Context: an optimization exercise on an open-source flow, tuned for small area, a short achievable clock period and few clock cycles. The choices shown serve that exercise and are no tape-out recipe. No run shown here included a check of the RTL's function; only the layout flow was run. Power is estimated from default activity; no workload was simulated.

File: flow/design.v
package sclp_pkg;
  localparam int LINE_MAX = 32;
  localparam int ARG_W    = 31;
  localparam logic [ARG_W-1:0] SAT_MAX = {ARG_W{1'b1}};
  localparam logic [5:0] K_NONE  = 6'd10;   
  localparam logic [5:0] K_BLANK = 6'd12;
  localparam logic [5:0] K_EOL   = 6'd13;
  localparam logic [5:0] K_BS    = 6'd14;
  localparam logic [5:0] K_OTHER = 6'd15;
  localparam logic [5:0] K_Q     = 6'd31;   
  localparam logic [5:0] K_A     = 6'd33;
  localparam logic [5:0] K_C     = 6'd35;
  localparam logic [5:0] K_D     = 6'd36;
  localparam logic [5:0] K_E     = 6'd37;
  localparam logic [5:0] K_F     = 6'd38;
  localparam logic [5:0] K_G     = 6'd39;
  localparam logic [5:0] K_H     = 6'd40;
  localparam logic [5:0] K_I     = 6'd41;
  localparam logic [5:0] K_K     = 6'd43;
  localparam logic [5:0] K_L     = 6'd44;
  localparam logic [5:0] K_M     = 6'd45;
  localparam logic [5:0] K_N     = 6'd46;
  localparam logic [5:0] K_O     = 6'd47;
  localparam logic [5:0] K_P     = 6'd48;
  localparam logic [5:0] K_R     = 6'd50;
  localparam logic [5:0] K_S     = 6'd51;
  localparam logic [5:0] K_T     = 6'd52;
  localparam logic [5:0] K_U     = 6'd53;
  localparam logic [3:0] CMD_PERIOD = 4'd8;
  localparam logic [3:0] CMD_STAGE  = 4'd9;
  localparam logic [5:0] S_START = 6'd0;    
  localparam logic [5:0] S_I1  = 6'd1;      
  localparam logic [5:0] S_I4  = 6'd4;      
  localparam logic [5:0] S_T1  = 6'd5;      
  localparam logic [5:0] S_T5  = 6'd9;      
  localparam logic [5:0] S_M1  = 6'd10;     
  localparam logic [5:0] S_M3  = 6'd12;     
  localparam logic [5:0] S_M6  = 6'd15;     
  localparam logic [5:0] S_RST = 6'd16;     
  localparam logic [5:0] S_RE5 = 6'd20;     
  localparam logic [5:0] S_S1  = 6'd21;     
  localparam logic [5:0] S_S6  = 6'd26;     
  localparam logic [5:0] S_C1  = 6'd27;     
  localparam logic [5:0] S_CA4 = 6'd30;     
  localparam logic [5:0] S_CF2 = 6'd31;     
  localparam logic [5:0] S_CF4 = 6'd33;     
  localparam logic [5:0] S_H1  = 6'd34;     
  localparam logic [5:0] S_H4  = 6'd37;     
  localparam logic [5:0] S_P1  = 6'd38;     
  localparam logic [5:0] S_P6  = 6'd43;     
  localparam logic [5:0] S_PSP = 6'd44;     
  localparam logic [5:0] S_K0  = 6'd46;     
  localparam logic [5:0] S_K1  = 6'd47;     
  localparam logic [5:0] S_K2  = 6'd48;     
  localparam logic [5:0] S_MSP = 6'd49;     
  localparam logic [5:0] S_PD  = 6'd56;     
  localparam logic [5:0] S_FS  = 6'd57;     
  localparam logic [5:0] S_RS  = 6'd58;     
  localparam logic [5:0] S_NS  = 6'd59;     
  localparam logic [5:0] S_FSM = 6'd60;     
  localparam logic [5:0] S_RSM = 6'd61;     
endpackage
import sclp_pkg::*;
module sclp_stage (
  input  logic [7:0] c,
  output logic [5:0] cls
);
  always_comb begin
    if ((c == 8'h08) || (c == 8'h7F))
      cls = K_BS;
    else if ((c == 8'h0D) || (c == 8'h0A))
      cls = K_EOL;
    else if ((c == 8'h20) || (c == 8'h09))
      cls = K_BLANK;
    else if (c[7:6] == 2'b01)
      cls = {1'b1, c[4:0]};            
    else if ((c[7:4] == 4'h3) && (c[3:0] <= 4'd9))
      cls = {2'b00, c[3:0]};
    else if (c == 8'h3F)
      cls = K_Q;
    else
      cls = K_OTHER;
  end
endmodule
import sclp_pkg::*;
module serial_command_line_parser_top (
  input  logic        clk,
  input  logic        rst_n,
  input  logic        in_valid,
  output logic        in_ready,
  input  logic [7:0]  in_rx_byte,
  output logic        out_valid,
  input  logic        out_ready,
  output logic [3:0]  out_cmd_code,
  output logic [30:0] out_cmd_arg
);
  function automatic logic [5:0] chain_cls(input logic [5:0] s);
    case (s)
      6'd1:  chain_cls = K_D;   
      6'd2:  chain_cls = K_L;
      6'd3:  chain_cls = K_E;
      6'd5:  chain_cls = K_R;   
      6'd6:  chain_cls = K_A;
      6'd7:  chain_cls = K_C;
      6'd8:  chain_cls = K_K;
      6'd10: chain_cls = K_A;   
      6'd11: chain_cls = K_N;
      6'd12: chain_cls = K_U;
      6'd13: chain_cls = K_A;
      6'd14: chain_cls = K_L;
      6'd16: chain_cls = K_E;   
      6'd17: chain_cls = K_C;
      6'd18: chain_cls = K_A;
      6'd19: chain_cls = K_L;
      6'd21: chain_cls = K_T;   
      6'd22: chain_cls = K_A;
      6'd23: chain_cls = K_T;
      6'd24: chain_cls = K_U;
      6'd25: chain_cls = K_S;
      6'd27: chain_cls = K_A;   
      6'd28: chain_cls = K_L;
      6'd29: chain_cls = K_Q;
      6'd31: chain_cls = K_G;   
      6'd32: chain_cls = K_Q;
      6'd34: chain_cls = K_E;   
      6'd35: chain_cls = K_L;
      6'd36: chain_cls = K_P;
      6'd38: chain_cls = K_E;   
      6'd39: chain_cls = K_R;
      6'd40: chain_cls = K_I;
      6'd41: chain_cls = K_O;
      6'd42: chain_cls = K_D;
      6'd43: chain_cls = K_BLANK;
      default: chain_cls = K_NONE;
    endcase
  endfunction
  function automatic logic [5:0] start_st(input logic [5:0] c);
    case (c)
      K_I:     start_st = S_I1;
      K_T:     start_st = S_T1;
      K_M:     start_st = S_M1;
      K_R:     start_st = S_RST;
      K_S:     start_st = S_S1;
      K_C:     start_st = S_C1;
      K_H:     start_st = S_H1;
      K_P:     start_st = S_P1;
      K_F:     start_st = S_FS;
      6'd0:    start_st = S_K0;
      6'd1:    start_st = S_K1;
      6'd2:    start_st = S_K2;
      default: start_st = S_START;
    endcase
  endfunction
  logic             rdy_r, rdy_nxt;
  logic             bv_r, bv_nxt, take;
  logic [5:0]       cls_r, cls_nxt, cls_in;
  logic [5:0]       len_r;                
  logic [5:0]       st_r, st_nxt;         
  logic [5:0]       lnb_r;                
  logic             dead_r;               
  logic [5:0]       ld_r;                 
  logic [5:0]       ds_r;                 
  logic [3:0]       v_r;                  
  logic             z0_r;                 
  logic [ARG_W-1:0] acc_r;
  logic [3:0]       dl_r;
  logic             df_r;
  logic             sat_r;                
  logic [5:0]       ls_r;                 
  logic             busy_r, busy_nxt;     
  logic             ov_r, ov_nxt;
  logic [3:0]       code_r;
  logic             is_eol, is_bs, is_blank, is_dig;
  logic [3:0]       dv;
  logic             j0, base, dig_st, at_start, st_pd;
  logic [5:0]       len_p1, len_m1;
  logic [ARG_W:0]   m_w;
  logic [ARG_W-1:0] m;
  logic             m_sat;
  logic [4:0]       t;
  logic             t_ge;
  logic             t_ok;
  logic [5:0]       t_st;
  logic [3:0]       t_v;
  logic [5:0]       p_st;
  logic             hit;
  logic [3:0]       hit_code;
  logic             stg_r;
  logic consume, eol, emit, bsp, app, ovf, clr, live, trunc;
  logic core, kill, bs_core, undie;
  logic pd_init, pd_dig, pd_first, pd_sat, pd_commit, bs_pd, bs_unsat, bs_df, bs_div;
  logic div_end, acc_en, sel_m, sel_sat, sel_stg;
  logic [ARG_W-1:0] acc_d;
  sclp_stage u_cls (.c(in_rx_byte), .cls(cls_in));
  assign in_ready     = rdy_r;
  assign out_valid    = ov_r;
  assign out_cmd_code = code_r;
  assign out_cmd_arg  = acc_r;
  assign is_eol   = (cls_r == K_EOL);
  assign is_bs    = (cls_r == K_BS);
  assign is_blank = (cls_r == K_BLANK);
  assign is_dig   = (cls_r < 6'd10);
  assign dv       = cls_r[3:0];
  assign at_start = (st_r == S_START);
  assign st_pd    = (st_r == S_PD);
  assign j0       = (len_r == lnb_r);
  assign base     = (lnb_r == ds_r);
  assign dig_st   = (st_r[5:3] == 3'b111);
  assign len_p1   = len_r + 6'd1;
  assign len_m1   = len_r - 6'd1;
  assign m_w   = {acc_r[ARG_W-4:0], (dl_r[3] ? 3'b111 : dl_r[2:0]), 1'b1} +
                 {acc_r[ARG_W-2:0], dl_r[3], dl_r[3] & dl_r[0]};
  assign m     = m_w[ARG_W:1];
  assign m_sat = (acc_r > ARG_W'(SAT_MAX / 10)) ||
                 ((acc_r == ARG_W'(SAT_MAX / 10)) && (dl_r > 4'(SAT_MAX % 10)));
  assign t     = {dl_r, acc_r[ARG_W-1]};
  assign t_ge  = (t >= 5'd10);
  always_comb begin
    hit      = 1'b1;
    hit_code = 4'd0;
    case (st_r)
      S_I4, S_K0: hit_code = 4'd0;
      S_T5, S_K1: hit_code = 4'd1;
      S_M6, S_K2: hit_code = 4'd2;
      S_RE5:      hit_code = 4'd3;
      S_S6:       hit_code = 4'd4;
      S_CA4:      hit_code = 4'd5;
      S_CF4:      hit_code = 4'd6;
      S_H4:       hit_code = 4'd7;
      S_PD:       hit_code = CMD_PERIOD;
      S_FS, S_FSM, S_NS, S_RS, S_RSM: begin
        hit      = (v_r != 4'd0);
        hit_code = CMD_STAGE;
      end
      default: hit = 1'b0;
    endcase
  end
  assign stg_r = dig_st && !st_pd;
  always_comb begin
    t_ok = 1'b0;
    t_st = st_r + 6'd1;
    t_v  = dv;
    if (at_start) begin
      t_st = start_st(cls_r);
      t_ok = (t_st != S_START);
      t_v  = 4'd0;
    end else if (cls_r == chain_cls(st_r)) begin
      t_ok = 1'b1;
    end else begin
      case (st_r)
        S_C1: begin
          t_st = S_CF2;
          t_ok = (cls_r == K_F);
        end
        S_M3: begin
          t_st = S_MSP;
          t_ok = is_blank;
        end
        S_RST: begin
          t_st = S_RS;
          t_ok = is_dig && (dv <= 4'd7);
        end
        S_PSP: begin
          t_st = S_PD;
          t_ok = is_dig;
        end
        S_MSP: begin
          t_st = (cls_r == K_F) ? S_FSM : (cls_r == K_R) ? S_RSM : S_NS;
          t_v  = (cls_r == K_F) || (cls_r == K_R) ? 4'd0 : dv;
          t_ok = (cls_r == K_F) || (cls_r == K_R) || is_dig;
        end
        S_PD: begin
          t_st = S_PD;
          t_ok = is_dig;
        end
        S_FS, S_RS, S_FSM, S_RSM: begin
          t_st = st_r;
          t_ok = is_dig && (v_r == 4'd0) && (dv <= 4'd7);
        end
        S_NS: begin
          t_st = S_NS;
          t_v  = (v_r == 4'd0) ? dv : 4'd10 + dv;
          t_ok = is_dig && ((v_r == 4'd0) || ((v_r == 4'd1) && (dv <= 4'd4)));
        end
        default: ;
      endcase
    end
  end
  always_comb begin
    p_st = st_r - 6'd1;
    case (st_r)
      S_I1, S_T1, S_M1, S_RST, S_S1, S_C1, S_H1, S_P1,
      S_K0, S_K1, S_K2:   p_st = S_START;
      S_CF2:              p_st = S_C1;
      S_MSP:              p_st = S_M3;
      S_PD:               p_st = base ? S_PSP : S_PD;
      S_FS:               p_st = base ? S_START : S_FS;
      S_FSM, S_RSM, S_NS: p_st = base ? S_MSP : st_r;
      S_RS:               p_st = base ? S_RST : S_RS;
      default: ;
    endcase
  end
  assign consume = bv_r && !busy_r && !(ov_r && (is_eol || (st_r == S_PSP)));
  assign eol     = consume && is_eol && (len_r != 6'd0);
  assign emit    = eol && !dead_r && hit;
  assign bsp     = consume && is_bs && (len_r != 6'd0);
  assign ovf     = consume && !is_eol && !is_bs && (len_r == 6'(LINE_MAX));
  assign app     = consume && !is_eol && !is_bs && (len_r != 6'(LINE_MAX));
  assign clr     = eol || ovf;
  assign live    = app && !dead_r;
  assign trunc   = (len_r == 6'(LINE_MAX - 1)) && z0_r;    
  assign core    = live && (at_start || j0) && !trunc && t_ok;
  assign kill    = live && !is_blank && ((!at_start && !j0) || (!trunc && !t_ok));
  assign bs_core = bsp && !dead_r && !at_start && j0;
  assign undie   = bsp && dead_r && (len_r == ld_r);
  assign pd_init   = core && (st_r == S_PSP);
  assign pd_dig    = core && st_pd && !sat_r;
  assign pd_first  = pd_dig && !df_r;
  assign pd_sat    = pd_dig && df_r && m_sat;
  assign pd_commit = pd_dig && df_r && !m_sat;
  assign bs_pd     = bs_core && st_pd;
  assign bs_unsat  = bs_pd && sat_r && (len_m1 == ls_r);
  assign bs_df     = bs_pd && !sat_r;
  assign bs_div    = bs_df && !df_r && !base;
  assign div_end   = busy_r && (ls_r == 6'd0);
  assign sel_m   = pd_commit || (emit && st_pd && df_r && !m_sat);
  assign sel_sat = emit && st_pd && df_r && m_sat;
  assign sel_stg = emit && stg_r;
  assign acc_en  = busy_r || pd_init || pd_commit || (emit && !(st_pd && !df_r));
  always_comb begin
    acc_d = ({ARG_W{busy_r}} & {acc_r[ARG_W-2:0], t_ge}) |
            ({ARG_W{sel_m}} & m) |
            {ARG_W{sel_sat}};
    if (sel_stg)
      acc_d[3:0] = ((st_r == S_RS) || (st_r == S_RSM)) ? v_r + 4'd6 : v_r - 4'd1;
  end
  always_comb begin
    if (clr)
      st_nxt = S_START;
    else if (bs_core)
      st_nxt = p_st;
    else if (core)
      st_nxt = t_st;
    else
      st_nxt = st_r;
  end
  assign take     = in_valid && rdy_r;
  assign bv_nxt   = take || (bv_r && !consume);
  assign cls_nxt  = take ? cls_in : cls_r;
  assign busy_nxt = bs_div || (busy_r && !div_end);
  assign ov_nxt   = (ov_r && !out_ready) || emit;
  assign rdy_nxt  = !bv_nxt || (!busy_nxt &&
                    !(ov_nxt && ((cls_nxt == K_EOL) || (st_nxt == S_PSP))));
  always_ff @(posedge clk) begin
    if (!rst_n) begin
      rdy_r  <= 1'b1;
      bv_r   <= 1'b0;
      len_r  <= 6'd0;
      st_r   <= S_START;
      dead_r <= 1'b0;
      busy_r <= 1'b0;
      ov_r   <= 1'b0;
    end else begin
      rdy_r  <= rdy_nxt;
      bv_r   <= bv_nxt;
      st_r   <= st_nxt;
      busy_r <= busy_nxt;
      ov_r   <= ov_nxt;
      if (clr)
        len_r <= 6'd0;
      else if (bsp)
        len_r <= len_m1;
      else if (app)
        len_r <= len_p1;
      if (clr || undie)
        dead_r <= 1'b0;
      else if (kill)
        dead_r <= 1'b1;
    end
  end
  always_ff @(posedge clk) begin
    if (take) cls_r <= cls_in;
    if (core || bs_core) begin
      lnb_r <= core ? len_p1 : len_m1;
      v_r   <= core ? t_v : {3'b000, v_r[3] & (v_r[2] | v_r[1])};
    end
    if (kill) ld_r <= len_p1;
    if (core && !dig_st) ds_r <= len_p1;
    if (app && (len_r == 6'd0)) z0_r <= !is_blank;
    if (acc_en) acc_r <= acc_d;
    if (busy_r)
      dl_r <= t_ge ? 4'(t - 5'd10) : t[3:0];
    else if (bs_div)
      dl_r <= 4'd0;
    else if (pd_init || pd_first || pd_commit)
      dl_r <= dv;
    if (pd_init || pd_first)
      df_r <= 1'b1;
    else if (bs_df)
      df_r <= 1'b0;
    if (pd_sat)
      sat_r <= 1'b1;
    else if (pd_init || bs_unsat)
      sat_r <= 1'b0;
    if (busy_r)
      ls_r <= ls_r - 6'd1;
    else if (bs_div)
      ls_r <= 6'd30;
    else if (pd_sat)
      ls_r <= len_r;
    if (emit) code_r <= hit_code;
  end
endmodule
File: flow/run.sh
#!/bin/bash
# synth_recipe.tcl (not shown) runs the flow's synth.tcl, then flattens the netlist and writes it again
# the make line also repeats each setting of config.mk as NAME=value (left out here)
make -C /OpenROAD-flow-scripts/flow DESIGN_CONFIG=/design/flow/config.mk WORK_HOME=/design/flow/orfs CLKGATE_MAP_FILE= SYNTH_SCRIPT=/design/flow/synth_recipe.tcl finish
File: flow/config.mk
export PLATFORM = sky130hd
export DESIGN_NAME = serial_command_line_parser_top
export DESIGN_NICKNAME = serial_command_line_parser_top
export VERILOG_FILES = /design/flow/design.v
export SDC_FILE = /design/flow/constraint.sdc
export NUM_CORES = 4
export LEC_CHECK = 0
export CAP_MARGIN = 20
export CORE_MARGIN = 2
export CORE_UTILIZATION = 40
export SLEW_MARGIN = 20
File: flow/constraint.sdc
create_clock -name core_clock -period 8.0 [get_ports {clk}]
set_input_delay 1.6000 -clock core_clock [delete_from_list [all_inputs] [get_ports {clk}]]
set_output_delay 1.6000 -clock core_clock [all_outputs]
set_load 0.01 [all_outputs]
==> summary.txt, run 1 <==
* Synth area leaders: edfxtp_1 (22%), ha_1 (7.4%), dfxtp_1 (6.8%)
* Initial antenna violation count at 0
* Clock Skews at roughly 12 ps
* Async SR Flop Fraction at 0%
* Top Family by Delay on Critical Path: compound AO/OA/AOI/OAI gates
* Post-route setup slack at approximately 2700 ps
* Critical Path Start Type: register
* CTS tree: yes
* Post-synthesis xor/xnor area fraction at under 10%
* Largest fanout on the critical path at 13
* Hold path startpoint: bv_r$_SDFF_PN0_
* Post-synthesis area per instance at about 8.5 um^2
* Critical path origin: st_r[0]$_SDFF_PN0_
* Setup TNS at 0 ps
* Count leader, synth: nor2_1
* Max cap viols at 0
* Critical path's slowest cell: a2111o_1
* Worst hold stages at 2
* Average via count per standard cell at 6.04
* Normalized max-slew margin at 27.7%
* Endpoint type of the worst setup path: register
* Grt ovf at 0
* Path category of the worst min-delay check: register to register
* Worst min-delay path endpoint: bv_r$_SDFF_PN0_
* Worst Path Arrival at between 5000 and 6000 ps
* Detailed Route WL at between 20000 and 30000 um
* Final setup vio count at 0
* Initial core utilization at about two fifths
* Synth Area in Compound Gates at roughly 25%
* Die area at ~24000 um^2
* DRC at 0
* Resized cells post-CTS at 0
* Top cells by count, synth: nor2_1 (96), nand2_1 (78), a21oi_1 (71), edfxtp_1 (68), xnor2_1 (65)
* Cells after DPL at around 1400
* Power Density at around 110 nW/um^2
* Row cnt at 55
* Initial drt markers at approximately 550
* R2r worst-path depth at 13
* Root buf cell: clkbuf_16
* IO buf count at 48
* Sw frac at 26.0%
* Seq cells post-synth at ~100
* Crit path buf inv count at 2
* IO Pins at a little under 50
* Core ar. at between 20000 and 25000 um^2
* Synth top area share at 22.5%
* Number of buffers on the longest clock path at 2
* Ys Warns at 2
* Kind of critical path: register to register
* Die Wd at 155 um
* H-Tree Depth at 3
* Routed Antenna Nets at 0
* Final period utilization at 66.4%
* Tmin final at between 5000 and 6000 ps
* Switch Pwr at between 0.0002 and 0.0003 W
* Clock latency (worst-skew pair) at around 360 ps
* RePlAce Congestion at between 0.8 and 0.9
* Number of enable flip-flop cells after synthesis at 68
* First-pass GRT wire length at around 42000 um
* # diodes at 0
* Area share of fa/ha/maj cells after synthesis at about 7.4%
* Crit-path cells: inv_1 -> ha_1 -> o211ai_1 -> a2bb2oi_1 -> o21ai_0 -> a2111oi_2 -> a2111o_1 -> mux2i_1 -> nor3_2 -> inv_1 -> ha_1 -> a2111oi_0 -> or4_1
* Peak per-stage delay on the critical path at ~670 ps
* Unrepaired setup endpoints after global routing: no
* Status: finished clean
* Post-synthesis mux area share at 2.30%
* Vias at 8287
* Fin nets at 1147
* Final hold vios at 0
* Unique masters post-synth at between 90 and 100
* Maximum vdd ir drop at 91.6 uV
* First-pass iteration count of the detailed router at 5
* Syn Inst Count at between 1000 and 1500
* Post-Syn Area at ~9100 um^2
* # hold bufs at CTS at 0
* TritonCTS Buffers at 9
* Reg power frac at between 50% and 60%
* Vias in the first global route at 7746
* Layout Cells excl Fill at between 1000 and 1500
* WP data required at a little over 8000 ps
* Post-Synth Simple-Gate Area at 21.7%
* Pre-CTS setup slack at around 2400 ps
* Worst slew pin tran at about 1100 ps
* Clk pwr share at a little under two fifths
* Pin count of the biggest net entering global routing at between 40 and 50
* Syn Nets at approximately 1100
* Die Span Y at about 150 um
* Clock Pin Slew Worst Setup and Hold Paths at about 80 ps
* Share of layout cells above drive strength 1 at under 10%
* Global Route Usage Sum at roughly a fifth
* Synth Flop Type: edfxtp_1
* Post-CTS Setup Repair Bufs at 0
* Static leakage at between 3 and 4 nW
* Post-synth top area cell: edfxtp_1
* Area delta synth->final at 9.95%
* Comb pwr share at 9.4%
* Post-layout util at between 40% and 50%
* Max Slew Vio Count at 0
* FF-to-FF Start: st_r[0]$_SDFF_PN0_
* Wire per inst at 18.8 um
* R2R setup slack at ~2700 ps
* Post-synthesis sequential area ratio at between 20% and 30%
* Internal power at approximately 0.00081 W
* Sinks on Clock Net at 99
* DP HPWL at 18600 um
* Fmax at 0.188 GHz
* Largest family of logic cells by synthesized area: compound AO/OA/AOI/OAI gates
-- layer usage --
metal / GRT usage, % / wire length (um) / share of wire (%) / vias to the layer above
met4: 3.75 / 216 / 0.84 / 0
met2: 36.2 / 12400 / 48 / 263
met3: 3.31 / 1450 / 5.6 / 19
met5: 0 / 0 / 0 / -
li1: - / - / - / 4060
met1: 29.3 / 11700 / 45 / 3945
-- per-stage QoR --
step	instance area, um^2	power, W	hold WS (ps)
6_report	9980	0.00109	518
5_1_grt	9980	0.00114	561
4_1_cts	9980	0.00110	530
3_5_place_dp	9720	0.000687	519
3_3_place_gp	9720	0.000687	520
2_1_floorplan	9080	0.000657	454
-- cell usage in the layout, fill, tap and decap left out, types with 5 or more instances in the layout --
cell type / count
o21ai_0: 57
nor3_1: 30
a2111oi_0: 5
and3_1: 5
mux2i_1: 16
nand2_1: 78
o221ai_1: 5
nor2b_1: 11
nor4_1: 10
edfxtp_1: 68
o31ai_1: 6
o21bai_1: 7
nand3_1: 44
and2_1: 10
o211ai_1: 16
a221oi_1: 6
clkdlybuf4s50_1: 48
or3_1: 13
xnor2_1: 65
a21oi_1: 71
a221o_1: 29
o22ai_1: 15
clkbuf_16: 9
buf_4: 13
a31oi_1: 11
xor2_1: 24
ha_1: 54
a211oi_1: 7
nor2_1: 96
nand4_1: 13
or2_2: 11
o21a_1: 11
dfxtp_1: 31
inv_1: 44
a21o_1: 17
nand2b_1: 11
-- state kept, by name (all words and copies together), names as in the netlist, named ones only --
signal / flops
ld_r: 6
df_r: 1
st_r: 6
cls_r: 6
rdy_r: 1
lnb_r: 6
bv_r: 1
sat_r: 1
z0_r: 1
code_r: 4
dl_r: 4
busy_r: 1
ls_r: 6
dead_r: 1
acc_r: 31
ds_r: 6
len_r: 6
v_r: 4
ov_r: 1
-- power by group through the flow --
stage	combinational (W)	clock, W	sequential [W]
6_report	0.000103	0.000415	0.000575
5_1_grt	0.000114	0.000444	0.000577
4_1_cts	0.000102	0.000426	0.000574
3_5_place_dp	0.000101	0	0.000586
3_3_place_gp	0.000101	0	0.000586
2_1_floorplan	0.0000890	0	0.000568
-- how the worst max path moves through the flow --
stage / to / cells past startpoint
6_report: register / 13
5_1_grt: register / 13
4_1_cts: register / 13
3_5_place_dp: register / 13
3_3_place_gp: register / 13
2_1_floorplan: register / 15
-- tightest hold or removal path, stage by stage, from the launching register on --
cell	delay [ps]
dfxtp_1	340
nand2_1	60
a21oi_1	70
-- final cells by class --
cell class	count	area [um^2]
Inverter	47	176
Fill cell	2223	12500
Sequential cell	99	2660
Tap cell	285	357
Timing Repair Buffer	61	578
Clock buffer	12	236
Clock inverter	4	25.0
Multi-Input combinational cell	863	5950
-- cell families (layout without fill, tap and decap cells) --
group / Yosys count / after routing
AND/OR/NAND/NOR: 378 / 378
AO/OA/AOI/OAI: 322 / 322
buffers and inverters: 109 / 124
flip-flops: 99 / 99
XOR/XNOR: 89 / 89
adder cells (fa/ha/maj): 54 / 54
multiplexers: 20 / 20
==> run 2, diff against run 1 <==
--- a/flow/config.mk
+++ b/flow/config.mk
@@ -8,4 +8,5 @@
 export CAP_MARGIN = 20
 export CORE_MARGIN = 2
 export CORE_UTILIZATION = 40
+export SETUP_SLACK_MARGIN = 5
 export SLEW_MARGIN = 20
==> run 2 against run 1 <==
- still clean on timing, DRC and antenna
- critical path type unchanged
- worst hold slack worse by 16 ps
- die area unchanged
- global-route usage rose by 3.0 points
==> summary.txt, run 2 <==
* Post-synth top area cell: edfxtp_1 (unchanged)
* First-pass GRT wire length at 47400 um (was 41500 um)
* Crit path depth at 14 (was 13)
* Root buf cell: clkbuf_16 (unchanged)
* Clock Skews at 13.8 ps (was 12.1 ps)
* Seq cells post-synth at 99 (unchanged)
* # diodes at 0 (unchanged)
* Top Family by Delay on Critical Path: compound AO/OA/AOI/OAI gates (unchanged)
* Final Cell Area at 12400 um^2 (was 9980 um^2)
* Kind of critical path: register to register (unchanged)
* Post-synthesis sequential area ratio at 29.3% (unchanged)
* Grt ovf at 0 (unchanged)
* Syn Nets at 1137 (unchanged)
* Unrepaired setup endpoints after global routing: yes (was no)
* Top cells by count, synth: nor2_1 (96), nand2_1 (78), a21oi_1 (71), edfxtp_1 (68), xnor2_1 (65) (unchanged)
* Post-route setup slack at 4130 ps (was 2690 ps)
* Number of enable flip-flop cells after synthesis at 68 (unchanged)
* Max Slew Vio Count at 0 (unchanged)
* Status: finished clean (unchanged)
* WP data required at 8280 ps (was 8240 ps)
* Maximum vdd ir drop at 90.0 uV (was 91.6 uV)
* TritonCTS Buffers at 9 (unchanged)
* Endpoint type of the worst setup path: register (unchanged)
* Max cap viols at 0 (unchanged)
* Routed Antenna Nets at 0 (unchanged)
* Syn Inst Count at 1071 (unchanged)
* Core ar. at 22400 um^2 (unchanged)
* Setup TNS at 0 ps (unchanged)
* Post-Syn Area at 9080 um^2 (unchanged)
* Most common cell after layout, fill and taps aside: buf_4 (was nor2_1)
* Detailed Route WL at 30100 um (was 25800 um)
* IO Pins at 49 (unchanged)
* Crit path buf inv count at 2 (unchanged)
* Row cnt at 55 (unchanged)
* DP HPWL at 18700 um (was 18600 um)
* Fmax at 0.258 GHz (was 0.188 GHz)
* Path category of the worst min-delay check: register to register (unchanged)
* Die area at 23900 um^2 (unchanged)
* Final period utilization at 48.4% (was 66.4%)
* Normalized max-slew margin at 44.2% (was 27.7%)
* Pin count of the biggest net entering global routing at 42 (unchanged)
* Die Span Y at 155 um (unchanged)
* Worst hold stages at 2 (unchanged)
* Worst slew pin tran at 831 ps (was 1080 ps)
* Post-synthesis area per instance at 8.48 um^2 (unchanged)
* Final setup vio count at 0 (unchanged)
* Number of buffers on the longest clock path at 2 (unchanged)
* Unique masters post-synth at 96 (unchanged)
* Tmin final at 3870 ps (was 5310 ps)
* Synth top area share at 22.5% (unchanged)
* Pre-CTS setup slack at 3120 ps (was 2420 ps)
* Initial antenna violation count at 0 (unchanged)
* Ys Warns at 2 (unchanged)
* Wire per inst at 19.6 um (was 18.8 um)
* H-Tree Depth at 3 (unchanged)
* Layout Cells excl Fill at 1539 (was 1371)
* Initial core utilization at 40.5% (unchanged)
* Sinks on Clock Net at 99 (unchanged)
* Critical path's slowest cell: or4_4 (was a2111o_1)
* Cells after DPL at 1354 (was 1355)
* R2r worst-path depth at 14 (was 13)
* Worst Path Arrival at 4150 ps (was 5550 ps)
* DRC at 0 (unchanged)
* Static leakage at 5.10 nW (was 3.86 nW)
* IO buf count at 48 (unchanged)
* Vias in the first global route at 8978 (was 7746)
* Area delta synth->final at 36.5% (was 9.95%)
* Vias at 9345 (was 8287)
* RePlAce Congestion at 0.911 (was 0.900)
* Count leader, synth: nor2_1 (unchanged)
* Largest fanout on the critical path at 6 (was 13)
* Hold Slack at 502 ps (was 518 ps)
* Final hold vios at 0 (unchanged)
* Commonest cells after routing, fill and taps aside: buf_4 (149), nor2_1 (90), nand2_1 (74), edfxtp_1 (68), xnor2_1 (65) (was nor2_1 (96), nand2_1 (78), a21oi_1 (71), edfxtp_1 (68), xnor2_1 (65))
* Top reg by flops: acc_r (unchanged)
* Number of flip-flops in the largest register at 31 (unchanged)
* Share of layout cells above drive strength 1 at 29.5% (was 6.17%)
* Clock latency (worst-skew pair) at 360 ps (about the same)
* Power Density at 92.3 nW/um^2 (was 110 nW/um^2)
* Most used cell, CP: ha_4
* Fin nets at 1315 (was 1147)
* Clock Pin Slew Worst Setup and Hold Paths at 80 ps (about the same)
* Crit-path cells: clkinv_4 -> ha_4 -> nand2b_4 -> or4_4 -> o21a_4 -> a2111o_1 -> a2111o_2 -> mux2i_4 -> nor3_4 -> inv_2 -> ha_4 -> mux2i_1 -> mux2_4 -> a221oi_2 (was inv_1 -> ha_1 -> o211ai_1 -> a2bb2oi_1 -> o21ai_0 -> a2111oi_2 -> a2111o_1 -> mux2i_1 -> nor3_2 -> inv_1 -> ha_1 -> a2111oi_0 -> or4_1)
* CTS tree: yes (unchanged)
* Die Wd at 155 um (unchanged)
* Async SR Flop Fraction at 0% (unchanged)
* Critical Path Start Type: register (unchanged)
* Global Route Usage Sum at 24.4% (was 21.4%)
* Initial drt markers at 801 (was 546)
* Peak per-stage delay on the critical path at 550 ps (was 670 ps)
* Synth Flop Type: edfxtp_1 (unchanged)
* Average via count per standard cell at 6.07 (was 6.04)
* First-pass iteration count of the detailed router at 5 (unchanged)
* Synth area leaders: edfxtp_1 (22%), ha_1 (7.4%), dfxtp_1 (6.8%) (unchanged)
* Dpl cell area at 9930 um^2 (was 9720 um^2)
-- run 2: cell counts after synthesis --
Identical to the previous run, type by type.
-- run 2: worst paths after layout --
kind / start / endpoint / slack (ps)
max: st_r[0]$_SDFF_PN0_ / register / 4130
min: bv_r$_SDFF_PN0_ / bv_r$_SDFF_PN0_ / 500
max reg2reg: st_r[0]$_SDFF_PN0_ / register / 4130
min reg2reg: bv_r$_SDFF_PN0_ / bv_r$_SDFF_PN0_ / 500
-- run 2: repair_timing --
item,4_1_cts,5_1_grt
gates cloned,7,1
pin swaps,57,34
endpoints found under the setup margin,157,134
resized for setup,154,76
hold buffers,0,0
endpoints found under the hold margin,0,0
buffers inserted,116,45
-- run 2: cells by family after synthesis --
family,count (synthesis),share of synthesized area [%]
and+or+nand+nor,378,21.7
DFF,99,29.3
buffers and inverters,109,5.33
xor gates and xnor gates,89,8.59
adders and majority gates,54,7.44
AOI/OAI and AO/OA,322,25.3
muxes,20,2.30
-- run 2: per-layer routing --
metal	vias up	global-route usage (%)	routed length (um)
met4	0	8.38	944
met2	366	42.1	14700
met1	4491	31.4	12800
li1	4411	-	-
met3	77	3.42	1650
met5	-	0	0
-- run 2: metrics by stage --
step           util, %  power (W)
2_1_floorplan        -   0.000659
3_3_place_gp      44.2   0.000688
5_1_grt           55.3    0.00119
4_1_cts           52.4    0.00114
6_report          55.3    0.00114
3_5_place_dp      44.3   0.000689
-- run 2: power breakdown --
group | switching, W | total, W | internal [W]
sequential | 0.0000223 | 0.000573 | 0.000550
clock | 0.000224 | 0.000450 | 0.000226
combinational | 0.0000660 | 0.000121 | 0.0000547
total | 0.000312 | 0.00114 | 0.000832
-- run 2: worst register-to-register path, stage by stage, from the launching register on --
cell and delay, ps:
dfxtp_4 380, clkinv_4 80, ha_4 180, nand2b_4 60, or4_4 550, o21a_4 150, a2111o_1 330, a2111o_2 430
mux2i_4 220, nor3_4 360, inv_2 130, ha_4 320, mux2i_1 70, mux2_4 280, a221oi_2 250
-- run 2: layout make-up --
type                    instances  area, um^2
fillers                      2046       10000
multi-input cells             866        6770
flip-flops and latches         99        2710
repair buffers                226        2070
well taps                     285         357
clock buffers                  10         239
inverters                      47         199
clock inverters                 6        53.8
==> run 3, diff against run 2 <==
--- a/flow/design.v
+++ b/flow/design.v
@@ -63,18 +63,26 @@
 import sclp_pkg::*;
 module sclp_stage (
   input  logic [7:0] c,
-  output logic [5:0] cls
+  output logic [5:0] cls,
+  output logic       f_eol,
+  output logic       f_bs,
+  output logic       f_blank,
+  output logic       f_dig
 );
+  assign f_bs    = (c == 8'h08) || (c == 8'h7F);
+  assign f_eol   = (c == 8'h0D) || (c == 8'h0A);
+  assign f_blank = (c == 8'h20) || (c == 8'h09);
+  assign f_dig   = (c[7:4] == 4'h3) && (c[3:0] <= 4'd9);
   always_comb begin
-    if ((c == 8'h08) || (c == 8'h7F))
+    if (f_bs)
       cls = K_BS;
-    else if ((c == 8'h0D) || (c == 8'h0A))
+    else if (f_eol)
       cls = K_EOL;
-    else if ((c == 8'h20) || (c == 8'h09))
+    else if (f_blank)
       cls = K_BLANK;
     else if (c[7:6] == 2'b01)
       cls = {1'b1, c[4:0]};            
-    else if ((c[7:4] == 4'h3) && (c[3:0] <= 4'd9))
+    else if (f_dig)
       cls = {2'b00, c[3:0]};
     else if (c == 8'h3F)
       cls = K_Q;
@@ -153,7 +161,9 @@
   endfunction
   logic             rdy_r, rdy_nxt;
   logic             bv_r, bv_nxt, take;
-  logic [5:0]       cls_r, cls_nxt, cls_in;
+  logic [5:0]       cls_r, cls_in;
+  logic             fe_r, fb_r, fk_r, fd_r;   
+  logic             fe_in, fb_in, fk_in, fd_in;
   logic [5:0]       len_r;                
   logic [5:0]       st_r, st_nxt;         
   logic [5:0]       lnb_r;                
@@ -162,6 +172,11 @@
   logic [5:0]       ds_r;                 
   logic [3:0]       v_r;                  
   logic             z0_r;                 
+  logic             j0_r;                 
+  logic             len0_r, full_r;       
+  logic             trunc_r;              
+  logic [5:0]       len_nxt;
+  logic             z0_nxt;
   logic [ARG_W-1:0] acc_r;
   logic [3:0]       dl_r;
   logic             df_r;
@@ -191,19 +206,20 @@
   logic pd_init, pd_dig, pd_first, pd_sat, pd_commit, bs_pd, bs_unsat, bs_df, bs_div;
   logic div_end, acc_en, sel_m, sel_sat, sel_stg;
   logic [ARG_W-1:0] acc_d;
-  sclp_stage u_cls (.c(in_rx_byte), .cls(cls_in));
+  sclp_stage u_cls (.c(in_rx_byte), .cls(cls_in), .f_eol(fe_in), .f_bs(fb_in),
+                    .f_blank(fk_in), .f_dig(fd_in));
   assign in_ready     = rdy_r;
   assign out_valid    = ov_r;
   assign out_cmd_code = code_r;
   assign out_cmd_arg  = acc_r;
-  assign is_eol   = (cls_r == K_EOL);
-  assign is_bs    = (cls_r == K_BS);
-  assign is_blank = (cls_r == K_BLANK);
-  assign is_dig   = (cls_r < 6'd10);
+  assign is_eol   = fe_r;
+  assign is_bs    = fb_r;
+  assign is_blank = fk_r;
+  assign is_dig   = fd_r;
   assign dv       = cls_r[3:0];
   assign at_start = (st_r == S_START);
   assign st_pd    = (st_r == S_PD);
-  assign j0       = (len_r == lnb_r);
+  assign j0       = j0_r;
   assign base     = (lnb_r == ds_r);
   assign dig_st   = (st_r[5:3] == 3'b111);
   assign len_p1   = len_r + 6'd1;
@@ -301,14 +317,14 @@
     endcase
   end
   assign consume = bv_r && !busy_r && !(ov_r && (is_eol || (st_r == S_PSP)));
-  assign eol     = consume && is_eol && (len_r != 6'd0);
+  assign eol     = consume && is_eol && !len0_r;
   assign emit    = eol && !dead_r && hit;
-  assign bsp     = consume && is_bs && (len_r != 6'd0);
-  assign ovf     = consume && !is_eol && !is_bs && (len_r == 6'(LINE_MAX));
-  assign app     = consume && !is_eol && !is_bs && (len_r != 6'(LINE_MAX));
+  assign bsp     = consume && is_bs && !len0_r;
+  assign ovf     = consume && !is_eol && !is_bs && full_r;
+  assign app     = consume && !is_eol && !is_bs && !full_r;
   assign clr     = eol || ovf;
   assign live    = app && !dead_r;
-  assign trunc   = (len_r == 6'(LINE_MAX - 1)) && z0_r;    
+  assign trunc   = trunc_r;           
   assign core    = live && (at_start || j0) && !trunc && t_ok;
   assign kill    = live && !is_blank && ((!at_start && !j0) || (!trunc && !t_ok));
   assign bs_core = bsp && !dead_r && !at_start && j0;
@@ -346,16 +362,32 @@
   end
   assign take     = in_valid && rdy_r;
   assign bv_nxt   = take || (bv_r && !consume);
-  assign cls_nxt  = take ? cls_in : cls_r;
   assign busy_nxt = bs_div || (busy_r && !div_end);
   assign ov_nxt   = (ov_r && !out_ready) || emit;
-  assign rdy_nxt  = !bv_nxt || (!busy_nxt &&
-                    !(ov_nxt && ((cls_nxt == K_EOL) || (st_nxt == S_PSP))));
+  assign rdy_nxt  = !bv_nxt ||
+                    (!((busy_r && !div_end) || (bv_r && fb_r && st_pd && !df_r && !sat_r)) &&
+                     !(((ov_r && !out_ready) || (bv_r && fe_r)) &&
+                       ((take ? fe_in : fe_r) ||
+                        (((st_r == S_P6) || (st_r == S_PSP) || st_pd) && !(bv_r && fe_r)))));
+  always_comb begin
+    if (clr)
+      len_nxt = 6'd0;
+    else if (bsp)
+      len_nxt = len_m1;
+    else if (app)
+      len_nxt = len_p1;
+    else
+      len_nxt = len_r;
+  end
+  assign z0_nxt = (app && len0_r) ? !is_blank : z0_r;
   always_ff @(posedge clk) begin
     if (!rst_n) begin
-      rdy_r  <= 1'b1;
-      bv_r   <= 1'b0;
-      len_r  <= 6'd0;
+      rdy_r   <= 1'b1;
+      bv_r    <= 1'b0;
+      len_r   <= 6'd0;
+      len0_r  <= 1'b1;
+      full_r  <= 1'b0;
+      trunc_r <= 1'b0;
       st_r   <= S_START;
       dead_r <= 1'b0;
       busy_r <= 1'b0;
@@ -366,12 +398,10 @@
       st_r   <= st_nxt;
       busy_r <= busy_nxt;
       ov_r   <= ov_nxt;
-      if (clr)
-        len_r <= 6'd0;
-      else if (bsp)
-        len_r <= len_m1;
-      else if (app)
-        len_r <= len_p1;
+      len_r   <= len_nxt;
+      len0_r  <= (len_nxt == 6'd0);
+      full_r  <= (len_nxt == 6'(LINE_MAX));
+      trunc_r <= (len_nxt == 6'(LINE_MAX - 1)) && z0_nxt;
       if (clr || undie)
         dead_r <= 1'b0;
       else if (kill)
@@ -379,14 +409,26 @@
     end
   end
   always_ff @(posedge clk) begin
-    if (take) cls_r <= cls_in;
+    if (take) begin
+      cls_r <= cls_in;
+      fe_r  <= fe_in;
+      fb_r  <= fb_in;
+      fk_r  <= fk_in;
+      fd_r  <= fd_in;
+    end
+    if (core || bs_core)
+      j0_r <= 1'b1;
+    else if (live && !kill)
+      j0_r <= 1'b0;
+    else if (bsp && !dead_r && !at_start && !j0_r)
+      j0_r <= (len_m1 == lnb_r);
     if (core || bs_core) begin
       lnb_r <= core ? len_p1 : len_m1;
       v_r   <= core ? t_v : {3'b000, v_r[3] & (v_r[2] | v_r[1])};
     end
     if (kill) ld_r <= len_p1;
     if (core && !dig_st) ds_r <= len_p1;
-    if (app && (len_r == 6'd0)) z0_r <= !is_blank;
+    z0_r <= z0_nxt;
     if (acc_en) acc_r <= acc_d;
     if (busy_r)
       dl_r <= t_ge ? 4'(t - 5'd10) : t[3:0];
--- a/flow/config.mk
+++ b/flow/config.mk
@@ -8,5 +8,4 @@
 export CAP_MARGIN = 20
 export CORE_MARGIN = 2
 export CORE_UTILIZATION = 40
-export SETUP_SLACK_MARGIN = 5
 export SLEW_MARGIN = 20
==> run 3 against run 2 <==
- still clean on timing, DRC and antenna
- first-iteration DRC count fell by 13%
- utilization down 10 points
- synthesized cell count is 0.47% higher
- clock-buffer cell count grew 1
- sequential power rose by 11%
- total power rose by 13%
- sequential cell count increased by 8
- clock power increased by 6.9%
- non-clock buffer count is 171 lower
- global-route usage decreased by 2.8 points
- maximum frequency fell by 21%
- setup slack worse by 1100 ps
- largest cell class unchanged
==> summary.txt, run 3 <==
* Critical Path Start Type: register (unchanged)
* Number of buffers on the longest clock path at 2 (unchanged)
* TritonCTS Buffers at 9 (unchanged)
* Initial antenna violation count at 0 (unchanged)
* Average via count per standard cell at 5.99 (was 6.07)
* Synth Flop Type: edfxtp_1 (unchanged)
* # hold bufs at CTS at 0 (unchanged)
* Row cnt at 55 (unchanged)
* Largest fanout on the critical path at 16 (was 6)
* Die Span Y at 155 um (about the same)
* Share of layout cells above drive strength 1 at 5.42% (was 29.5%)
* Vias at 8236 (was 9345)
* CTS tree: yes (unchanged)
* Resized cells post-CTS at 0 (was 154)
* Global Route Usage Sum at 21.6% (was 24.4%)
* Async SR Flop Fraction at 0% (unchanged)
* Post-Syn Area at 9140 um^2 (was 9080 um^2)
* Clock Skews at 8.61 ps (was 13.8 ps)
* Syn Nets at 1142 (was 1137)
* Status: finished clean (unchanged)
* First-pass GRT wire length at 41600 um (was 47400 um)
* Die Wd at 155 um (about the same)
* Die area at 24100 um^2 (was 23900 um^2)
* Endpoint type of the worst setup path: register (unchanged)
* RePlAce Congestion at 0.947 (was 0.911)
* Fmax at 0.203 GHz (was 0.258 GHz)
* Synth top area share at 25.0% (was 22.5%)
* Number of flip-flops in the largest register at 31 (unchanged)
* # diodes at 0 (unchanged)
* Vias in the first global route at 7628 (was 8978)
* Post-synthesis sequential area ratio at 31.8% (was 29.3%)
* Maximum vdd ir drop at 110 uV (was 90.0 uV)
* Unique masters post-synth at 90 (was 96)
* Tmin final at 4930 ps (was 3870 ps)
* Path category of the worst min-delay check: register to register (unchanged)
* Pin count of the biggest net entering global routing at 42 (unchanged)
* Routed Antenna Nets at 0 (unchanged)
* Fin nets at 1150 (was 1315)
* Kind of critical path: register to register (unchanged)
* Clock latency (worst-skew pair) at 360 ps (about the same)
* Hold Slack at 466 ps (was 502 ps)
* Seq cells post-synth at 107 (was 99)
* Clk pwr share at 37.3% (was 39.4%)
* DRC at 0 (unchanged)
* H-Tree Depth at 3 (unchanged)
* Sinks on Clock Net at 107 (was 99)
* IO buf count at 48 (unchanged)
* Setup TNS at 0 ps (unchanged)
* Number of enable flip-flop cells after synthesis at 76 (was 68)
* Unrepaired setup endpoints after global routing: no (was yes)
* Commonest cells after routing, fill and taps aside: a21oi_1 (99), nor2_1 (90), nand2_1 (83), o21ai_0 (80), edfxtp_1 (76) (was buf_4 (149), nor2_1 (90), nand2_1 (74), edfxtp_1 (68), xnor2_1 (65))
* Root buf cell: clkbuf_16 (unchanged)
* Switch Pwr at 0.000333 W (was 0.000312 W)
* Final hold vios at 0 (unchanged)
* First-pass iteration count of the detailed router at 5 (unchanged)
* Count leader, synth: a21oi_1 (was nor2_1)
* Final setup vio count at 0 (unchanged)
* Top cells by count, synth: a21oi_1 (99), nor2_1 (90), nand2_1 (83), o21ai_0 (80), edfxtp_1 (76) (was nor2_1 (96), nand2_1 (78), a21oi_1 (71), edfxtp_1 (68), xnor2_1 (65))
* Static leakage at 3.68 nW (was 5.10 nW)
* Area delta synth->final at 10.6% (was 36.5%)
* Synth area leaders: edfxtp_1 (25%), ha_1 (7.4%), dfxtp_1 (6.8%) (was edfxtp_1 (22%), ha_1 (7.4%), dfxtp_1 (6.8%))
* DP HPWL at 19100 um (was 18700 um)
* Syn Inst Count at 1076 (was 1071)
* Power Density at 128 nW/um^2 (was 92.3 nW/um^2)
* Detailed Route WL at 25800 um (was 30100 um)
* Comb pwr share at 13.2% (was 10.5%)
* Sw frac at 25.8% (was 27.3%)
* Worst Path Arrival at 5230 ps (was 4150 ps)
* Max cap viols at 0 (unchanged)
* WP data required at 8300 ps (was 8280 ps)
* Clock Pin Slew Worst Setup and Hold Paths at 70 ps (was 80 ps)
* Ys Warns at 2 (unchanged)
* Worst slew pin tran at 1120 ps (was 831 ps)
* IO Pins at 49 (unchanged)
* Internal power at 0.000956 W (was 0.000832 W)
* Max Slew Vio Count at 0 (unchanged)
* Post-synthesis area per instance at 8.50 um^2 (was 8.48 um^2)
* Post-synth top area cell: edfxtp_1 (unchanged)
* Final period utilization at 61.6% (was 48.4%)
* Post-CTS Setup Repair Bufs at 0 (was 116)
* Reg power frac at 49.5% (was 50.1%)
* Normalized max-slew margin at 25.5% (was 44.2%)
* Wire per inst at 18.8 um (was 19.6 um)
* Most common cell after layout, fill and taps aside: a21oi_1 (was buf_4)
* Initial drt markers at 697 (was 801)
* Top reg by flops: acc_r (unchanged)
* Core ar. at 22500 um^2 (was 22400 um^2)
* Initial core utilization at 40.6% (was 40.5%)
* Grt ovf at 0 (unchanged)
==> run 3: cell count changes after synthesis, sizes merged, moves of 10 or more <==
cell	delta
o21ai	+22
xor2	+10
nor3	-10
xnor2	-11
buf	-14
clkbuf	+10
a221o	-25
a21oi	+28
nand3	-12
==> run 3: path summary, 6_finish.rpt <==
| kind | from | cells after the start | endpoint | slack, ps |
|---|---|---|---|---|
| setup / recovery | st_r[0]$_SDFFE_PP0N_ | 15 | register | 3070 |
| hold / removal | z0_r$_DFF_P_ | 2 | z0_r$_DFF_P_ | 470 |
| setup reg to reg | st_r[0]$_SDFFE_PP0N_ | 15 | register | 3070 |
| hold reg to reg | z0_r$_DFF_P_ | 2 | z0_r$_DFF_P_ | 470 |
==> run 3: through the flow <==
step / std cells / total power, W / util, % / area, um^2 / worst slack, ps
after global routing: 1374 / 0.00134 / 44.9 / 10100 / 2740
after detailed placement: 1357 / 0.000818 / 43.4 / 9770 / 3200
after floorplan: 1076 / 0.000773 / - / 9140 / 3570
final: 1374 / 0.00129 / 44.9 / 10100 / 3070
after global placement: 1357 / 0.000818 / 43.4 / 9770 / 3340
after CTS: 1373 / 0.00129 / 44.8 / 10100 / 3150
==> run 3: worst max-delay path, stage by stage, from the launching register on <==
cell and delay [ps]:
dfxtp_1 380, inv_1 170, ha_1 550, nor4b_4 420, and2b_2 380, nor2_1 110
or4_4 510, a2111oi_4 410, o2111a_1 270, a31o_1 430, inv_1 200, ha_1 400
mux2i_1 90, mux2_2 290, mux2i_1 130, o22a_1 140
==> run 3: cells by family after synthesis <==
kind of cell	Yosys count	synth area share [%]
buffers and inverters	101	4.74
muxes	26	3.12
adders and majority gates	54	7.39
and+or+nand+nor	368	20.9
AOI/OAI and AO/OA	332	23.7
xor gates and xnor gates	88	8.43
DFF	107	31.8
==> run 3: layer usage <==
layer / GRT usage, % / vias up / wire, um / part of all wire (%)
met5: 0 / - / 0 / 0
met4: 6.51 / 0 / 545 / 2.1
met3: 3.43 / 38 / 1810 / 7.0
met2: 33.8 / 295 / 11500 / 45
met1: 30.7 / 3882 / 11900 / 46
li1: - / 4021 / - / -
==> run 3: cell type report <==
cell class                 count  area [um^2]
fill                        2219        12400
sequential                   107         2900
timing repair buffer          55          553
clock buffer                  11          233
multi-input combinational    868         5830
clock inverter                 5         77.6
tap                          285          357
inverter                      43          161
==> run 3: power by group through the flow <==
stage	combinational, W	sequential, W	clock, W
after global routing	0.000190	0.000641	0.000508
after detailed placement	0.000168	0.000650	0
final	0.000171	0.000638	0.000481
after global placement	0.000167	0.000650	0
after CTS	0.000169	0.000637	0.000488
after floorplan	0.000140	0.000632	0
==> run 4, diff against run 3 <==
--- a/flow/design.v
+++ b/flow/design.v
@@ -329,8 +329,8 @@
   assign kill    = live && !is_blank && ((!at_start && !j0) || (!trunc && !t_ok));
   assign bs_core = bsp && !dead_r && !at_start && j0;
   assign undie   = bsp && dead_r && (len_r == ld_r);
-  assign pd_init   = core && (st_r == S_PSP);
-  assign pd_dig    = core && st_pd && !sat_r;
+  assign pd_init   = live && j0 && !trunc && (st_r == S_PSP) && is_dig;
+  assign pd_dig    = live && j0 && !trunc && st_pd && is_dig && !sat_r;
   assign pd_first  = pd_dig && !df_r;
   assign pd_sat    = pd_dig && df_r && m_sat;
   assign pd_commit = pd_dig && df_r && !m_sat;
@@ -339,10 +339,11 @@
   assign bs_df     = bs_pd && !sat_r;
   assign bs_div    = bs_df && !df_r && !base;
   assign div_end   = busy_r && (ls_r == 6'd0);
-  assign sel_m   = pd_commit || (emit && st_pd && df_r && !m_sat);
-  assign sel_sat = emit && st_pd && df_r && m_sat;
+  assign sel_m   = st_pd && df_r && !m_sat && ((live && j0 && !trunc && is_dig && !sat_r) ||
+                                               (eol && !dead_r));
+  assign sel_sat = eol && !dead_r && st_pd && df_r && m_sat;
   assign sel_stg = emit && stg_r;
-  assign acc_en  = busy_r || pd_init || pd_commit || (emit && !(st_pd && !df_r));
+  assign acc_en  = busy_r || pd_init || sel_m || sel_sat || (emit && !st_pd);
   always_comb begin
     acc_d = ({ARG_W{busy_r}} & {acc_r[ARG_W-2:0], t_ge}) |
             ({ARG_W{sel_m}} & m) |
--- a/flow/config.mk
+++ b/flow/config.mk
@@ -8,4 +8,5 @@
 export CAP_MARGIN = 20
 export CORE_MARGIN = 2
 export CORE_UTILIZATION = 40
+export SETUP_SLACK_MARGIN = 5
 export SLEW_MARGIN = 20
==> run 4 against run 3 <==
- still clean on timing, DRC and antenna
- total power shrank 3.6%
- register-to-register slack gained 1500 ps
- non-clock buffer count grew 164
- setup slack gained 1500 ps
- via count grew 12%
- clock power shrank 8.7%
- maximum frequency grew 44%
- clock skew grew 7.6 ps
- sequential cell count is the same
- final cell count grew 11%
- utilization grew 10 points
- sequential share of layout area shrank 5.2 points
==> summary.txt, run 4 <==
* R2R setup slack at 4590 ps (was 3070 ps)
* Static leakage at 4.89 nW (was 3.68 nW)
* Post-Syn Area at 9180 um^2 (was 9140 um^2)
* Path category of the worst min-delay check: register to register (unchanged)
* Worst Path Arrival at 3680 ps (was 5230 ps)
* Clock Pin Slew Worst Setup and Hold Paths at 70 ps (about the same)
* Maximum vdd ir drop at 77.3 uV (was 110 uV)
* Average via count per standard cell at 6.03 (was 5.99)
* Post-layout util at 54.9% (was 44.9%)
* Count leader, synth: nand2_1 (was a21oi_1)
* Post-synthesis area per instance at 8.67 um^2 (was 8.50 um^2)
* First-pass GRT wire length at 45100 um (was 41600 um)
* Initial core utilization at 40.7% (was 40.6%)
* Total power at 0.00124 W (was 0.00129 W)
* Critical Path Start Type: register (unchanged)
* Number of buffers on the longest clock path at 2 (unchanged)
* GRT met1 Usage at 30.5% (was 30.7%)
* Vias in the first global route at 8552 (was 7628)
* Dpl cell area at 10000 um^2 (was 9770 um^2)
* Number of enable flip-flop cells after synthesis at 76 (unchanged)
* Die Wd at 155 um (about the same)
* Status: finished clean (unchanged)
* TritonCTS Buffers at 9 (unchanged)
* Area delta synth->final at 35.0% (was 10.6%)
* Seq cells post-synth at 107 (unchanged)
* Initial antenna violation count at 0 (unchanged)
* Fmax at 0.293 GHz (was 0.203 GHz)
* Routed Antenna Nets at 0 (unchanged)
* Grt ovf at 0 (unchanged)
* Die area at 24200 um^2 (was 24100 um^2)
* Fin nets at 1300 (was 1150)
* Die Span Y at 155 um (about the same)
* Global Route Usage Sum at 23.3% (was 21.6%)
* Final Cell Area at 12400 um^2 (was 10100 um^2)
* DP HPWL at 18300 um (was 19100 um)
* # hold bufs at CTS at 0 (unchanged)
* Share of layout cells above drive strength 1 at 29.3% (was 5.42%)
* Synth area leaders: edfxtp_1 (25%), ha_1 (7.4%), dfxtp_1 (6.8%) (unchanged)
* Top cells by count, synth: nand2_1 (100), nor2_1 (91), edfxtp_1 (76), a21oi_1 (73), ha_1 (54) (was a21oi_1 (99), nor2_1 (90), nand2_1 (83), o21ai_0 (80), edfxtp_1 (76))
* # diodes at 0 (unchanged)
* Core ar. at 22600 um^2 (was 22500 um^2)
* Max Slew Vio Count at 0 (unchanged)
* Unrepaired setup endpoints after global routing: yes (was no)
* RePlAce Congestion at 0.896 (was 0.947)
* Final hold vios at 0 (unchanged)
* Setup TNS at 0 ps (unchanged)
* Met2 Track Usage GR at 38.1% (was 33.8%)
* Met3 GRT Util at 3.34% (was 3.43%)
* Post-synth top area cell: edfxtp_1 (unchanged)
* Synth top area share at 24.9% (was 25.0%)
* Unique masters post-synth at 92 (was 90)
* Normalized max-slew margin at 53.1% (was 25.5%)
* Wire per inst at 19.2 um (was 18.8 um)
* Syn Inst Count at 1059 (was 1076)
* IO Pins at 49 (unchanged)
* Commonest cells after routing, fill and taps aside: buf_4 (145), nand2_1 (92), nor2_1 (87), edfxtp_1 (76), a21oi_1 (57) (was a21oi_1 (99), nor2_1 (90), nand2_1 (83), o21ai_0 (80), edfxtp_1 (76))
* Worst slew pin tran at 697 ps (was 1120 ps)
* Final period utilization at 42.7% (was 61.6%)
* Global routing's busiest layer: met2 (unchanged)
* Max cap viols at 0 (unchanged)
* Power Density at 100 nW/um^2 (was 128 nW/um^2)
* Synth Flop Type: edfxtp_1 (unchanged)
* Top reg by flops: acc_r (unchanged)
* Tmin final at 3410 ps (was 4930 ps)
* Row cnt at 55 (unchanged)
* Ys Warns at 2 (unchanged)
* Vias at 9191 (was 8236)
* Post-synthesis sequential area ratio at 31.6% (was 31.8%)
* Async SR Flop Fraction at 0% (unchanged)
* Syn Nets at 1125 (was 1142)
* Pin count of the biggest net entering global routing at 47 (was 42)
* Root buf cell: clkbuf_16 (unchanged)
* Clock latency (worst-skew pair) at 370 ps (was 360 ps)
* Sinks on Clock Net at 107 (unchanged)
* Most common cell after layout, fill and taps aside: buf_4 (was a21oi_1)
* Endpoint type of the worst setup path: register (unchanged)
* IO buf count at 48 (unchanged)
* DRC at 0 (unchanged)
* First-pass iteration count of the detailed router at 5 (unchanged)
* H-Tree Depth at 3 (unchanged)
* Number of flip-flops in the largest register at 31 (unchanged)
* Detailed Route WL at 29200 um (was 25800 um)
* Initial drt markers at 671 (was 697)
* Clock Skews at 16.2 ps (was 8.61 ps)
* Kind of critical path: register to register (unchanged)
* WP data required at 8270 ps (was 8300 ps)
* CTS tree: yes (unchanged)
* Final setup vio count at 0 (unchanged)
* Largest fanout on the critical path at 6 (was 16)
==> run 4: cell count changes in the layout (fill, tap and decap cells not counted), moves of 12 or more <==
| cell | before | now |
|---|---|---|
| a21oi_1 | 99 | 57 |
| a21oi_2 | 1 | 15 |
| a221o_1 | 4 | 25 |
| buf_4 | 6 | 145 |
| buf_6 | 0 | 15 |
| clkdlybuf4s50_1 | 48 | 23 |
| dlygate4sd2_1 | 0 | 17 |
| ha_1 | 54 | 38 |
| ha_4 | 0 | 13 |
| inv_1 | 41 | 25 |
| o21ai_0 | 80 | 29 |
| o21ai_1 | 1 | 13 |
==> run 4: final timing paths <==
path / cells after the start / end / startpoint
setup / recovery: 13 / register / st_r[1]$_SDFFE_PP0N_
setup reg to reg: 13 / register / st_r[1]$_SDFFE_PP0N_
hold reg to reg: 2 / z0_r$_DFF_P_ / z0_r$_DFF_P_
hold / removal: 2 / z0_r$_DFF_P_ / z0_r$_DFF_P_
==> run 4: stage by stage <==
stage          setup WS, ps  hold WS [ps]  std cells
6_report               4590           480       1524
5_1_grt                4490           503       1524
4_1_cts                4630           484       1482
3_5_place_dp           3510           462       1338
3_3_place_gp           3590           465       1338
2_1_floorplan          4710           433       1059
==> run 4: layout make-up <==
class | instances | area, um^2
fillers | 2044 | 10200
clock inverters | 6 | 50.0
well taps | 285 | 357
inverters | 38 | 175
multi-input cells | 859 | 6760
clock buffers | 10 | 229
repair buffers | 219 | 1900
flip-flops and latches | 107 | 2920
==> run 4: power by group <==
part | internal [W] | total [W] | switching (W)
Clock | 0.000216 | 0.000439 | 0.000224
Combinational | 0.0000789 | 0.000180 | 0.000101
Sequential | 0.000605 | 0.000624 | 0.0000189
==> run 4: logic make-up (layout without fill, tap and decap cells) <==
family / Yosys count / after routing / share of synthesized area, %
and+or+nand+nor: 389 / 393 / 21.5
AOI/OAI and AO/OA: 305 / 305 / 24.6
DFF: 107 / 107 / 31.6
buffers and inverters: 97 / 273 / 4.35
xor gates and xnor gates: 89 / 89 / 8.49
adders and majority gates: 54 / 54 / 7.36
muxes: 18 / 18 / 2.03
==> run 4: what timing repair did <==
| action | CTS | global route |
|---|---|---|
| gates resized for setup | 145 | 64 |
| gates cloned | 5 | 1 |
| pin swaps | 64 | 36 |
| setup endpoints to repair | 162 | 104 |
| buffers inserted | 123 | 41 |
==> run 4: worst max-delay path: stages, from the launching register on <==
cell and delay, ps:
dfxtp_4 380, inv_4 60, ha_4 190, and4bb_2 250, a32o_2 260, o32a_1 420
a211oi_1 320, o21ai_0 210, o221ai_4 110, a21oi_4 110, buf_4 150, or3_4 390
or3_1 380, o311ai_1 90
==> run 4: layer usage <==
metal,vias up,wire length [um]
li1,4355,-
met5,-,0
met2,382,13800
met3,72,1940
met1,4382,12300
met4,0,1200
==> run 5, diff against run 4 <==
--- a/flow/config.mk
+++ b/flow/config.mk
@@ -5,6 +5,7 @@
 export SDC_FILE = /design/flow/constraint.sdc
 export NUM_CORES = 4
 export LEC_CHECK = 0
+export ABC_AREA = 1
 export CAP_MARGIN = 20
 export CORE_MARGIN = 2
 export CORE_UTILIZATION = 40
==> run 5 against run 4 <==
- final cell count up 13%
- sequential power up 27%
- non-clock buffer count down 53
- maximum frequency up 12%
- critical path type unchanged
- highest routed layer unchanged
==> summary.txt, run 5 <==
* Status: finished clean (unchanged)
* Most used cell, CP: nand2_1
* Global Route Usage Sum at 22.0% (was 23.3%)
* Unique masters post-synth at 58 (was 92)
* Clock Pin Slew Worst Setup and Hold Paths at 70 ps (about the same)
* Clock latency (worst-skew pair) at 370 ps (about the same)
* Final setup vio count at 0 (unchanged)
* Register area at 2930 um^2 (was 2920 um^2)
* WP data required at 8260 ps (was 8270 ps)
* Seq cells post-synth at 107 (unchanged)
* TritonCTS Buffers at 9 (unchanged)
* RePlAce Congestion at 0.914 (was 0.896)
* H-Tree Depth at 3 (unchanged)
* Max Slew Vio Count at 0 (unchanged)
* Met2 Track Usage GR at 38.2% (was 38.1%)
* GRT met1 Usage at 28.9% (was 30.5%)
* # diodes at 0 (unchanged)
* R2r worst-path depth at 22 (was 13)
* Largest fanout on the critical path at 7 (was 6)
* Top cells by count, synth: nand2_1 (303), inv_1 (148), nor2_1 (116), nand3_1 (94), edfxtp_1 (76) (was nand2_1 (100), nor2_1 (91), edfxtp_1 (76), a21oi_1 (73), ha_1 (54))
* Critical Path Start Type: register (unchanged)
* Initial core utilization at 40.8% (was 40.7%)
* R2R setup slack at 4940 ps (was 4590 ps)
* Routed Antenna Nets at 0 (unchanged)
* Fin nets at 1499 (was 1300)
* Initial drt markers at 666 (was 671)
* Die Span Y at 156 um (was 155 um)
* Crit-path cells: inv_8 -> ha_4 -> nand3_4 -> nor2_4 -> o21ai_2 -> nand4_1 -> nor2_4 -> buf_6 -> buf_8 -> nand3_1 -> nand2_1 -> inv_1 -> nand3_2 -> nand3_4 -> buf_4 -> ha_4 -> inv_1 -> nand2_1 -> nand3_1 -> a21oi_2 -> nand2_1 -> nand2_1 (was inv_4 -> ha_4 -> and4bb_2 -> a32o_2 -> o32a_1 -> a211oi_1 -> o21ai_0 -> o221ai_4 -> a21oi_4 -> buf_4 -> or3_4 -> or3_1 -> o311ai_1)
* Final period utilization at 38.3% (was 42.7%)
* Layout Cells excl Fill at 1723 (was 1524)
* Ys Warns at 2 (unchanged)
* Area delta synth->final at 27.9% (was 35.0%)
* Kind of critical path: register to register (unchanged)
* Vias at 9425 (was 9191)
* First-pass GRT wire length at 43200 um (was 45100 um)
* Number of enable flip-flop cells after synthesis at 76 (unchanged)
* Max cap viols at 0 (unchanged)
* DRC at 0 (unchanged)
* Row cnt at 55 (unchanged)
* Synth area leaders: edfxtp_1 (25%), nand2_1 (12%), ha_1 (7.3%) (was edfxtp_1 (25%), ha_1 (7.4%), dfxtp_1 (6.8%))
* Post-layout util at 52.2% (was 54.9%)
* Syn Nets at 1341 (was 1125)
* Count leader, synth: nand2_1 (unchanged)
* Power Density at 250 nW/um^2 (was 100 nW/um^2)
* Static leakage at 5.24 nW (was 4.89 nW)
* Clock Skews at 15.3 ps (was 16.2 ps)
* Post-synthesis sequential area ratio at 31.4% (was 31.6%)
* Post-synthesis area per instance at 7.24 um^2 (was 8.67 um^2)
* Die area at 24300 um^2 (was 24200 um^2)
* Synth top area share at 24.7% (was 24.9%)
* Root buf cell: clkbuf_16 (unchanged)
* Number of buffers on the longest clock path at 2 (unchanged)
* Worst slew pin tran at 990 ps (was 697 ps)
* CTS tree: yes (unchanged)
* Setup TNS at 0 ps (unchanged)
* Most common cell after layout, fill and taps aside: nand2_1 (was buf_4)
* Peak per-stage delay on the critical path at 410 ps (was 420 ps)
* Tmin final at 3060 ps (was 3410 ps)
* Global routing's busiest layer: met2 (unchanged)
* Grt ovf at 0 (unchanged)
* Met3 GRT Util at 2.06% (was 3.34%)
* IO Pins at 49 (unchanged)
* Path category of the worst min-delay check: register to register (unchanged)
* Vias in the first global route at 8654 (was 8552)
* Fmax at 0.327 GHz (was 0.293 GHz)
* Endpoint type of the worst setup path: register (unchanged)
* Post-synth top area cell: edfxtp_1 (unchanged)
* Core ar. at 22600 um^2 (about the same)
* Worst hold stages at 2 (unchanged)
* Normalized max-slew margin at 33.2% (was 53.1%)
* Area of the multi-input gates at 6130 um^2 (was 6760 um^2)
[run 5: cell count changes after synthesis, moves of 14 or more]
cell and delta:
nand2_1 +203, inv_1 +113, nand3_1 +66, xnor2_1 -34, clkbuf_1 -33, a221o_1 -25
nor2_1 +25, nor2b_1 -21, o21ai_0 +21, a21o_1 -19, o211ai_1 +18, or3_1 -14
[run 5: cell families after synthesis]
logic type,synth area share [%]
buffers and inverters,8.85
adder cells (fa/ha/maj),7.32
flip-flops,31.4
XOR/XNOR,5.41
AND/OR/NAND/NOR,32.0
AO/OA/AOI/OAI,15.0
[run 5: area by class of cell]
class / count / share of cell area (%)
sequential: 107 / 24.8
clock buffer: 10 / 1.94
multi-input combinational: 978 / 51.9
timing repair buffer: 166 / 12.0
tap: 285 / 3.02
clock inverter: 6 / 0.424
inverter: 171 / 5.89
[run 5: per-layer routing]
layer  vias to the layer above  part of all wire, %
met5                         -                    0
met4                         0                  2.7
met3                        53                  4.6
met2                       299                   49
met1                      4400                   44
li1                       4673                    -
[run 5: report_power, final]
part | total, W | switching [W] | internal [W]
clock network | 0.000447 | 0.000230 | 0.000217
registers | 0.000793 | 0.0000965 | 0.000697
logic | 0.00172 | 0.00108 | 0.000641
total | 0.00296 | 0.00140 | 0.00155
[run 5: stage by stage]
| step | hold WS, ps | setup WS (ps) | cell area, um^2 | power (W) |
|---|---|---|---|---|
| 2_1_floorplan | 475 | 5030 | 9260 | 0.00182 |
| 4_1_cts | 511 | 5000 | 10900 | 0.00267 |
| 3_3_place_gp | 494 | 4080 | 9950 | 0.00209 |
| 5_1_grt | 578 | 4810 | 11800 | 0.00316 |
| 6_report | 512 | 4940 | 11800 | 0.00296 |
| 3_5_place_dp | 505 | 4060 | 9950 | 0.00209 |
[run 5: repair_timing]
item	4_1_cts	5_1_grt
setup endpoints to repair	116	72
pin swaps	13	36
cloned	5	2
buffers inserted	61	54
hold buffers	0	0
gates resized for setup	59	120
[run 5: worst max path at each step]
| stage | cells past startpoint | endpoint | startpoint | slack [ps] |
|---|---|---|---|---|
| floorplan | 23 | register | st_r[0]$_SDFFE_PP0N_ | 5030 |
| detailed placement | 13 | register | rst_n | 4060 |
| CTS | 25 | register | st_r[0]$_SDFFE_PP0N_ | 5000 |
| global route | 21 | register | st_r[0]$_SDFFE_PP0N_ | 4810 |
| global placement | 13 | register | rst_n | 4080 |
| finish | 22 | register | st_r[0]$_SDFFE_PP0N_ | 4940 |
[run 5: worst max-delay path, delay by kind of cell, from the launching register on]
family          cells  cell delay (ps)
flops               1              410
buf+inv             6              660
simple gates       12             1280
compound gates      2              230
fa+ha+maj           2              360

-- afterwards: timing with drivers on the ports --
No port has a modelled driver above. Below, the same layouts with a new extraction and two added sets of constraints.
Step 1 sets driving cells, clkbuf_16 on the clock port and buf_2 on the other inputs (assumed; they add their load-dependent delay and slew).
Step 2 times the ports against the registers' clock, not the clock port: input delays grow and output delays shrink by t, the midpoint of the rising clock arrivals with the driver on.
Three values: ideal ports, drivers, drivers and shift; two values: the first two.
| run | t (ns) | setup slack, ns | worst slew at a driven data input, ns |
|---|---|---|---|
| run 1 | 0.396 | 2.688 / 2.688 / 2.688 | 0.03 |
| run 2 | 0.401 | 4.130 / 4.130 / 4.130 | 0.05 |
| run 3 | 0.402 | 3.073 / 3.073 / 3.073 | 0.03 |
| run 4 | 0.410 | 4.585 / 4.585 / 4.229 | 0.03 |
| run 5 | 0.409 | 4.938 / 4.938 / 4.648 | 0.03 |
After both steps setup and hold are still met in every run listed. The setup slack of run 4, which loses most, moves by 0.000 ns with the drivers and by -0.356 ns with both steps.
